From an optimization exercise on the open Yosys and OpenROAD flow, aimed at small area, a short achievable clock period and few clock cycles; shortcuts taken in it are not production practice. In this exercise RTL edits were held to simulation tests only and were not proved equivalent to the original. Power is estimated from default activity; no workload was simulated.

==> flow/design.v <==
`default_nettype none
package bp_pkg;
    localparam int PHT_SIZE    = 128;
    localparam int PHT_INDEX_W = $clog2(PHT_SIZE);
    localparam int PC_W = 32;
    localparam int CTR_W = 2;
    localparam logic [CTR_W-1:0] CTR_INIT = 2'd1;
    localparam int STAT_W = 16;
    typedef enum logic [6:0] {
        kind_br   = 7'b1100011,
        kind_jal  = 7'b1101111,
        kind_jalr = 7'b1100111
    } br_kind_t;
    typedef enum logic [1:0] {
        st_idle   = 2'd0,
        st_lookup = 2'd1,
        st_read   = 2'd2,
        st_ack    = 2'd3
    } hs_state_t;
endpackage
`default_nettype wire
`timescale 1ns/1ps
`default_nettype none
import bp_pkg::*;
module bp_index_stage (
    input  logic                           clk,
    input  logic                           rst,
    input  logic                           pred_req,
    input  logic [bp_pkg::PC_W-1:0]        pred_pc,
    input  logic [bp_pkg::PHT_INDEX_W-1:0] ghr,
    input  logic [bp_pkg::CTR_W-1:0]       read_ctr,
    output logic                           pred_ack,
    output logic                           pred_taken,
    output logic [bp_pkg::PHT_INDEX_W-1:0] pred_index,
    output logic [bp_pkg::PHT_INDEX_W-1:0] lookup_index,
    output logic                           lookup_en
);
    bp_pkg::hs_state_t              state;
    logic [PHT_INDEX_W-1:0] index_q;
    logic                   accept;
    assign accept = (state == st_idle) && pred_req;
    always_ff @(posedge clk) begin
        if (rst) begin
            state    <= st_idle;
            pred_ack <= 1'b0;
        end else begin
            case (state)
                st_idle: begin
                    if (pred_req) begin
                        state <= st_lookup;
                    end
                end
                st_lookup: state <= st_read;
                st_read: begin
                    state    <= st_ack;
                    pred_ack <= 1'b1;
                end
                st_ack: begin
                    if (!pred_req) begin
                        state    <= st_idle;
                        pred_ack <= 1'b0;
                    end
                end
                default: state <= st_idle;
            endcase
        end
    end
    always_ff @(posedge clk) begin
        if (accept) begin
            index_q <= pred_pc[PHT_INDEX_W+1:2] ^ ghr;
        end
        if (state == st_read) begin
            pred_taken <= read_ctr[CTR_W-1];
        end
    end
    assign lookup_en    = (state == st_lookup);
    assign lookup_index = index_q;
    assign pred_index   = index_q;
endmodule
`default_nettype wire
`timescale 1ns/1ps
`default_nettype none
import bp_pkg::*;
module pht_table (
    input  logic                           clk,
    input  logic                           rst,
    input  logic                           lookup_en,
    input  logic [bp_pkg::PHT_INDEX_W-1:0] lookup_index,
    input  logic                           upd_en,
    input  logic [bp_pkg::PHT_INDEX_W-1:0] upd_index,
    input  logic                           upd_taken,
    output logic [bp_pkg::CTR_W-1:0]       read_ctr
);
    localparam logic [CTR_W-1:0] CTR_MAX = {CTR_W{1'b1}};
    logic [CTR_W-1:0] ctrs [PHT_SIZE];
    logic [CTR_W-1:0] upd_old;
    logic [CTR_W-1:0] upd_new;
    always_comb begin
        upd_old = ctrs[upd_index];
        upd_new = upd_old;
        if (upd_taken && upd_old != CTR_MAX) begin
            upd_new = upd_old + 1'b1;
        end else if (!upd_taken && upd_old != '0) begin
            upd_new = upd_old - 1'b1;
        end
    end
    always_ff @(posedge clk) begin
        if (rst) begin
            for (int i = 0; i < PHT_SIZE; i++) begin
                ctrs[i] <= CTR_INIT;
            end
        end else if (upd_en) begin
            ctrs[upd_index] <= upd_new;
        end
    end
    always_ff @(posedge clk) begin
        if (lookup_en) begin
            read_ctr <= ctrs[lookup_index];
        end
    end
endmodule
`default_nettype wire
`timescale 1ns/1ps
`default_nettype none
import bp_pkg::*;
module bp_resolve_stage (
    input  logic                           clk,
    input  logic                           rst,
    input  logic                           res_req,
    input  bp_pkg::br_kind_t               res_kind,
    input  logic [bp_pkg::PHT_INDEX_W-1:0] res_index,
    input  logic                           res_taken,
    input  logic                           res_mispred,
    output logic                           res_ack,
    output logic [bp_pkg::PHT_INDEX_W-1:0] ghr,
    output logic                           upd_en,
    output logic [bp_pkg::PHT_INDEX_W-1:0] upd_index,
    output logic                           upd_taken,
    output logic                           stat_en,
    output bp_pkg::br_kind_t               stat_kind,
    output logic                           stat_miss
);
    bp_pkg::hs_state_t state;
    logic      accept;
    logic      is_cond;
    assign accept  = (state == st_idle) && res_req;
    assign is_cond = (res_kind == kind_br);
    always_ff @(posedge clk) begin
        if (rst) begin
            state <= st_idle;
        end else begin
            case (state)
                st_idle: begin
                    if (res_req) begin
                        state <= st_ack;
                    end
                end
                st_ack: begin
                    if (!res_req) begin
                        state <= st_idle;
                    end
                end
                default: state <= st_idle;
            endcase
        end
    end
    assign res_ack = (state == st_ack);
    always_ff @(posedge clk) begin
        if (rst) begin
            ghr <= '0;
        end else if (accept && is_cond) begin
            ghr <= {ghr[PHT_INDEX_W-2:0], res_taken};
        end
    end
    assign upd_en    = accept && is_cond;
    assign upd_index = res_index;
    assign upd_taken = res_taken;
    assign stat_en   = accept;
    assign stat_kind = res_kind;
    assign stat_miss = res_mispred;
endmodule
`default_nettype wire
`timescale 1ns/1ps
`default_nettype none
import bp_pkg::*;
module mispredict_stats (
    input  logic                      clk,
    input  logic                      rst,
    input  logic                      stat_en,
    input  bp_pkg::br_kind_t          stat_kind,
    input  logic                      stat_miss,
    output logic [bp_pkg::STAT_W-1:0] br_total,
    output logic [bp_pkg::STAT_W-1:0] br_missed,
    output logic [bp_pkg::STAT_W-1:0] jal_total,
    output logic [bp_pkg::STAT_W-1:0] jal_missed,
    output logic [bp_pkg::STAT_W-1:0] jalr_total,
    output logic [bp_pkg::STAT_W-1:0] jalr_missed
);
    always_ff @(posedge clk) begin
        if (rst) begin
            br_total    <= '0;
            br_missed   <= '0;
            jal_total   <= '0;
            jal_missed  <= '0;
            jalr_total  <= '0;
            jalr_missed <= '0;
        end else if (stat_en) begin
            case (stat_kind)
                kind_br: begin
                    br_total <= br_total + 1'b1;
                    if (stat_miss) begin
                        br_missed <= br_missed + 1'b1;
                    end
                end
                kind_jal: begin
                    jal_total <= jal_total + 1'b1;
                    if (stat_miss) begin
                        jal_missed <= jal_missed + 1'b1;
                    end
                end
                kind_jalr: begin
                    jalr_total <= jalr_total + 1'b1;
                    if (stat_miss) begin
                        jalr_missed <= jalr_missed + 1'b1;
                    end
                end
                default: ;
            endcase
        end
    end
endmodule
`default_nettype wire
`timescale 1ns/1ps
`default_nettype none
import bp_pkg::*;
module bp_unit (
    input  logic                           clk,
    input  logic                           rst,
    input  logic                           pred_req,
    input  logic [bp_pkg::PC_W-1:0]        pred_pc,
    output logic                           pred_ack,
    output logic                           pred_taken,
    output logic [bp_pkg::PHT_INDEX_W-1:0] pred_index,
    input  logic                           res_req,
    input  bp_pkg::br_kind_t               res_kind,
    input  logic [bp_pkg::PHT_INDEX_W-1:0] res_index,
    input  logic                           res_taken,
    input  logic                           res_mispred,
    output logic                           res_ack,
    output logic [bp_pkg::STAT_W-1:0]      br_total,
    output logic [bp_pkg::STAT_W-1:0]      br_missed,
    output logic [bp_pkg::STAT_W-1:0]      jal_total,
    output logic [bp_pkg::STAT_W-1:0]      jal_missed,
    output logic [bp_pkg::STAT_W-1:0]      jalr_total,
    output logic [bp_pkg::STAT_W-1:0]      jalr_missed
);
    logic [PHT_INDEX_W-1:0] ghr;
    logic [PHT_INDEX_W-1:0] lookup_index;
    logic                   lookup_en;
    logic [CTR_W-1:0]       read_ctr;
    logic                   upd_en;
    logic [PHT_INDEX_W-1:0] upd_index;
    logic                   upd_taken;
    logic                   stat_en;
    bp_pkg::br_kind_t               stat_kind;
    logic                   stat_miss;
    bp_index_stage index_stage (
        .clk          (clk),
        .rst          (rst),
        .pred_req     (pred_req),
        .pred_pc      (pred_pc),
        .ghr          (ghr),
        .read_ctr     (read_ctr),
        .pred_ack     (pred_ack),
        .pred_taken   (pred_taken),
        .pred_index   (pred_index),
        .lookup_index (lookup_index),
        .lookup_en    (lookup_en)
    );
    pht_table pht (
        .clk          (clk),
        .rst          (rst),
        .lookup_en    (lookup_en),
        .lookup_index (lookup_index),
        .upd_en       (upd_en),
        .upd_index    (upd_index),
        .upd_taken    (upd_taken),
        .read_ctr     (read_ctr)
    );
    bp_resolve_stage resolve_stage (
        .clk          (clk),
        .rst          (rst),
        .res_req      (res_req),
        .res_kind     (res_kind),
        .res_index    (res_index),
        .res_taken    (res_taken),
        .res_mispred  (res_mispred),
        .res_ack      (res_ack),
        .ghr          (ghr),
        .upd_en       (upd_en),
        .upd_index    (upd_index),
        .upd_taken    (upd_taken),
        .stat_en      (stat_en),
        .stat_kind    (stat_kind),
        .stat_miss    (stat_miss)
    );
    mispredict_stats stats (
        .clk          (clk),
        .rst          (rst),
        .stat_en      (stat_en),
        .stat_kind    (stat_kind),
        .stat_miss    (stat_miss),
        .br_total     (br_total),
        .br_missed    (br_missed),
        .jal_total    (jal_total),
        .jal_missed   (jal_missed),
        .jalr_total   (jalr_total),
        .jalr_missed  (jalr_missed)
    );
endmodule
`default_nettype wire
==> flow/run.sh <==
#!/bin/bash
# synth_recipe.tcl (not shown) runs the flow's synth.tcl, then flattens the netlist and writes it again
# the make line also repeats each setting of config.mk as NAME=value (left out here)
make -C /OpenROAD-flow-scripts/flow DESIGN_CONFIG=/design/flow/config.mk WORK_HOME=/design/flow/orfs CLKGATE_MAP_FILE= SYNTH_SCRIPT=/design/flow/synth_recipe.tcl finish
==> flow/config.mk <==
export PLATFORM = sky130hd
export DESIGN_NAME = bp_unit
export DESIGN_NICKNAME = bp_unit
export VERILOG_FILES = /design/flow/design.v
export SDC_FILE = /design/flow/constraint.sdc
export NUM_CORES = 4
export LEC_CHECK = 0
export CAP_MARGIN = 20
export CORE_MARGIN = 2
export CORE_UTILIZATION = 40
export SLEW_MARGIN = 20
==> flow/constraint.sdc <==
create_clock -name core_clock -period 5.0 [get_ports {clk}]
set_input_delay 1.0000 -clock core_clock [delete_from_list [all_inputs] [get_ports {clk}]]
set_output_delay 1.0000 -clock core_clock [all_outputs]
set_load 0.01 [all_outputs]
==> results_dict.tcl <==
set metrics [dict create \
    final.period_utilization_pct 84.9 \
    yosysSeqAreaShare_pct 52.9 \
    pre_cts_ws_ns 0.169 \
    status "timing/DRC/antenna clean" \
    ctsLongestPathBuffers 3 \
    cts-root-buf "clkbuf_16" \
    fin_tns_setup_ns 0 \
    ys_seq_elements 372 \
    area_growth_pct 18.1 \
    rsz0062_at_grt "false" \
    critPathCaptureType "flop" \
    numCtsBuffers 42 \
    netlist_instances 1759 \
    skew_ns 0.0362 \
    worstSetupPathType "in -> reg" \
    layout.area.seq_mm2 0.0101 \
    antenna_cells 0 \
    wl_per_cell_um 21.6 \
    gr-total-overflow 0 \
    drive_gt1_share_pct 13.2 \
    antenna_found_initial 0 \
    slew_viol_final 0 \
    postCtsSetupBuffers 0 \
    relSlewSlack_pct 27.1 \
    die_h_um 223 \
    ios 158 \
    synthArstFlopShare_pct 0 \
    irDropWorstVdd_v 0.000244 \
    dpl.cell_count 2420 \
    grt_pass1_wl_um 83600 \
    synth_cell_types 51 \
    synth-warning-count 4 \
    hold_class "reg -> reg" \
    route.detailed.drc 0 \
    grt_max_degree 86 \
    worst_pin_slew_ns 1.09 \
    finalSetupViolCount 0 \
    grt_pass1_vias 14400 \
    crit_path_start "res_index[0]" \
    cts.sinks 372 \
    ant_nets 0 \
    initial_core_util_pct 40.3 \
    hold_buffers 0 \
    synth_ff_type "edfxtp_1" \
    wl_um 53900 \
    path_clk_slew_ns 0.06 \
    synth_nets 1824 \
    max_freq_mhz 235 \
    die_width_um 223 \
    path_max_fanout 74 \
    n_fill_cell 4366 \
    multiInputGateArea_mm2 0.00828 \
    worstPathRequired_ns 5.28 \
    avgSynthCellArea_um2 10.9 \
    rrSetupSlack_ns 1.40 \
    maxCapViolCount 0 \
    num_vias 14400 \
    cts_resized 0 \
    clk_latency_ns 0.59 \
    drtIter0Drc 1288 \
    layout.nets 1914 \
    fin_ws_ns 0.753 \
    dr.pass1.iters 5 \
    hp-start "pht.read_ctr[1]" \
    crit_path_start_kind "primary input" \
    core_mm2 0.0474 \
    arrival_ns 4.53 \
    cts_tree "built" \
    p_total_uw 7600 \
    die-area_mm2 0.0495 \
    synth_edf_count 265 \
    grtUsageTotal_pct 21.7 \
    viasPerCell 5.77 \
    reg2reg_from "pht.ctrs[3][0]" \
    fin_crit_ns 4.25 \
    final_cells 2497 \
    synth_area_mm2 0.0191 \
    dp_hpwl_um 35100 \
    num_rows 80 \
    cts.htree.levels 2 \
    p_per_area_mw_per_mm2 337 \
    hold_violations 0 \
    power.leakage_uw 0.00720 \
    finalWeightedCongestion 0.827 \
    io_buffers 132 \
]
state kept, by name, indices dropped and copies added, names as in the netlist, 7 cells and up:
| signal | cells |
|---|---|
| stats.br_total | 16 |
| stats.jal_total | 16 |
| pht.ctrs | 256 |
| stats.br_missed | 16 |
| index_stage.index_q | 7 |
| resolve_stage.ghr | 7 |
| stats.jalr_total | 16 |
| stats.jalr_missed | 16 |
| stats.jal_missed | 16 |
cell type report:
| cell class | instances | share of cell area [%] |
|---|---|---|
| Clock inverter | 22 | 0.888 |
| Sequential cell | 372 | 44.8 |
| Tap cell | 615 | 3.41 |
| Inverter | 18 | 0.300 |
| Clock buffer | 55 | 5.06 |
| Multi-Input combinational cell | 1211 | 36.7 |
| Timing Repair Buffer | 204 | 8.88 |
cells by family after synthesis:
family,share of synthesized area [%]
XOR/XNOR,3.58
buffers and inverters,4.05
adder cells (fa/ha/maj),0.852
AND/OR/NAND/NOR,18.6
AO/OA/AOI/OAI,7.66
flip-flops,52.9
multiplexers,12.3
worst max-delay path, stage by stage:
cell,delay [ns]
buf_2,0.47
buf_4,0.37
or2_2,0.28
o22ai_1,0.11
o21ai_0,0.33
nand2_1,0.15
o32ai_1,0.34
or3_1,0.19
inv_1,0.05
ha_1,0.19
mux2i_1,0.27
xnor2_2,0.21
buf_12,0.38
nand3_1,0.13
final timing paths:
check / to / cells after the start
min: index_stage.pred_taken / 0
min reg2reg: index_stage.pred_taken / 0
max: pht.ctrs[108][0] / 14
max reg2reg: pht.ctrs[108][0] / 10
layer usage:
layer | share of wire [%] | vias up | GRT usage [%]
li1 | - | 6580 | -
met1 | 42 | 7192 | 29.1
met2 | 47 | 533 | 34.6
met3 | 8.2 | 111 | 5.46
met5 | 0 | - | 0
met4 | 3.2 | 0 | 7.04
synthesized netlist by cell type (2+ instances only):
library cell,count,share of area (%)
a21oi_1,165,4.3
o211a_1,2,0.10
nand4_1,19,0.62
and2_1,8,0.26
xnor2_1,25,1.1
inv_1,18,0.35
a221oi_1,19,0.87
a22oi_1,7,0.28
nand2_1,198,3.9
buf_4,18,0.71
nor2_1,111,2.2
nor3_1,16,0.42
edfxtp_1,265,42
nor4_1,7,0.23
or3_1,26,0.85
and3_1,15,0.49
buf_2,30,0.79
o21ai_0,35,0.92
or2_2,4,0.13
a31oi_1,3,0.098
ha_1,13,0.85
clkbuf_1,105,2.1
o221a_2,2,0.12
buf_1,4,0.079
xor2_1,53,2.4
nand3_1,159,4.2
and4_1,6,0.28
dfxtp_1,107,11
nor2b_1,9,0.29
mux4_2,74,8.7
a22o_1,3,0.14
or4_1,2,0.079
o22ai_1,9,0.29
mux2_2,16,0.94
nand2b_1,140,4.6
mux2i_1,51,2.7
layout by cell type (no fill, tap or decap), types with 4 or more instances in the layout:
| master | count |
|---|---|
| o22ai_1 | 9 |
| or2_2 | 4 |
| mux2i_1 | 51 |
| nor2b_1 | 9 |
| xnor2_1 | 24 |
| inv_1 | 18 |
| clkdlybuf4s50_1 | 128 |
| clkinv_1 | 8 |
| nor2_1 | 102 |
| xor2_1 | 53 |
| nand4_1 | 19 |
| and4_1 | 6 |
| nand2b_1 | 140 |
| buf_4 | 62 |
| a21oi_1 | 165 |
| or3_1 | 26 |
| ha_1 | 13 |
| clkbuf_8 | 4 |
| nor2_2 | 10 |
| nor3_1 | 16 |
| dfxtp_1 | 107 |
| nor4_1 | 7 |
| o21ai_0 | 35 |
| mux4_2 | 74 |
| buf_12 | 12 |
| mux2_2 | 16 |
| and2_1 | 8 |
| nand2_1 | 198 |
| clkinv_2 | 6 |
| edfxtp_1 | 265 |
| clkbuf_16 | 42 |
| a22oi_1 | 7 |
| clkbuf_1 | 8 |
| nand3_1 | 159 |
| and3_1 | 15 |
| a221oi_1 | 19 |
report_power, final:
part | switching [uW] | leakage, uW | total (uW) | internal [uW]
logic | 679 | 0.00341 | 1110 | 430
clock network | 1270 | 0.000659 | 3040 | 1770
registers | 85.9 | 0.00313 | 3450 | 3370
total | 2040 | 0.00720 | 7600 | 5560
through the flow:
stage          hold slack [ns]  util [%]  instance area (um2)
3_3_place_gp             0.416      44.7                21200
5_1_grt                  0.447      47.5                22600
4_1_cts                  0.427      47.5                22600
3_5_place_dp             0.414      44.7                21200
6_report                 0.422      47.5                22600
2_1_floorplan            0.400         -                19100
Testbench counts, summed over its fixed seeds: cycles 120,000.

==> static timing again, ports no longer ideal <==
The flow's constraints put no driver on any port. The routed layout listed below was extracted and timed again, unchanged, in two steps. Step 1 sets driving cells, clkbuf_16 on the clock port and buf_2 on the other inputs (assumed; they add their load-dependent delay and slew). Step 2 also shifts input and output timing later by t, the mid clock arrival at the registers, as if the neighbouring blocks saw the same clock. Three values: no drivers, after step 1, after step 2; two values: the first two.
t (ns): 0.625
setup slack, ns: 0.753 / 0.783 / 0.158
worst setup path at the end: input to register
worst data-port slew with drivers (ns): 0.07
pins driven straight from the clock port: 1
After both steps this run still meets setup and hold. The setup slack of this run moves by +0.030 ns with the drivers and by -0.595 ns with both steps.
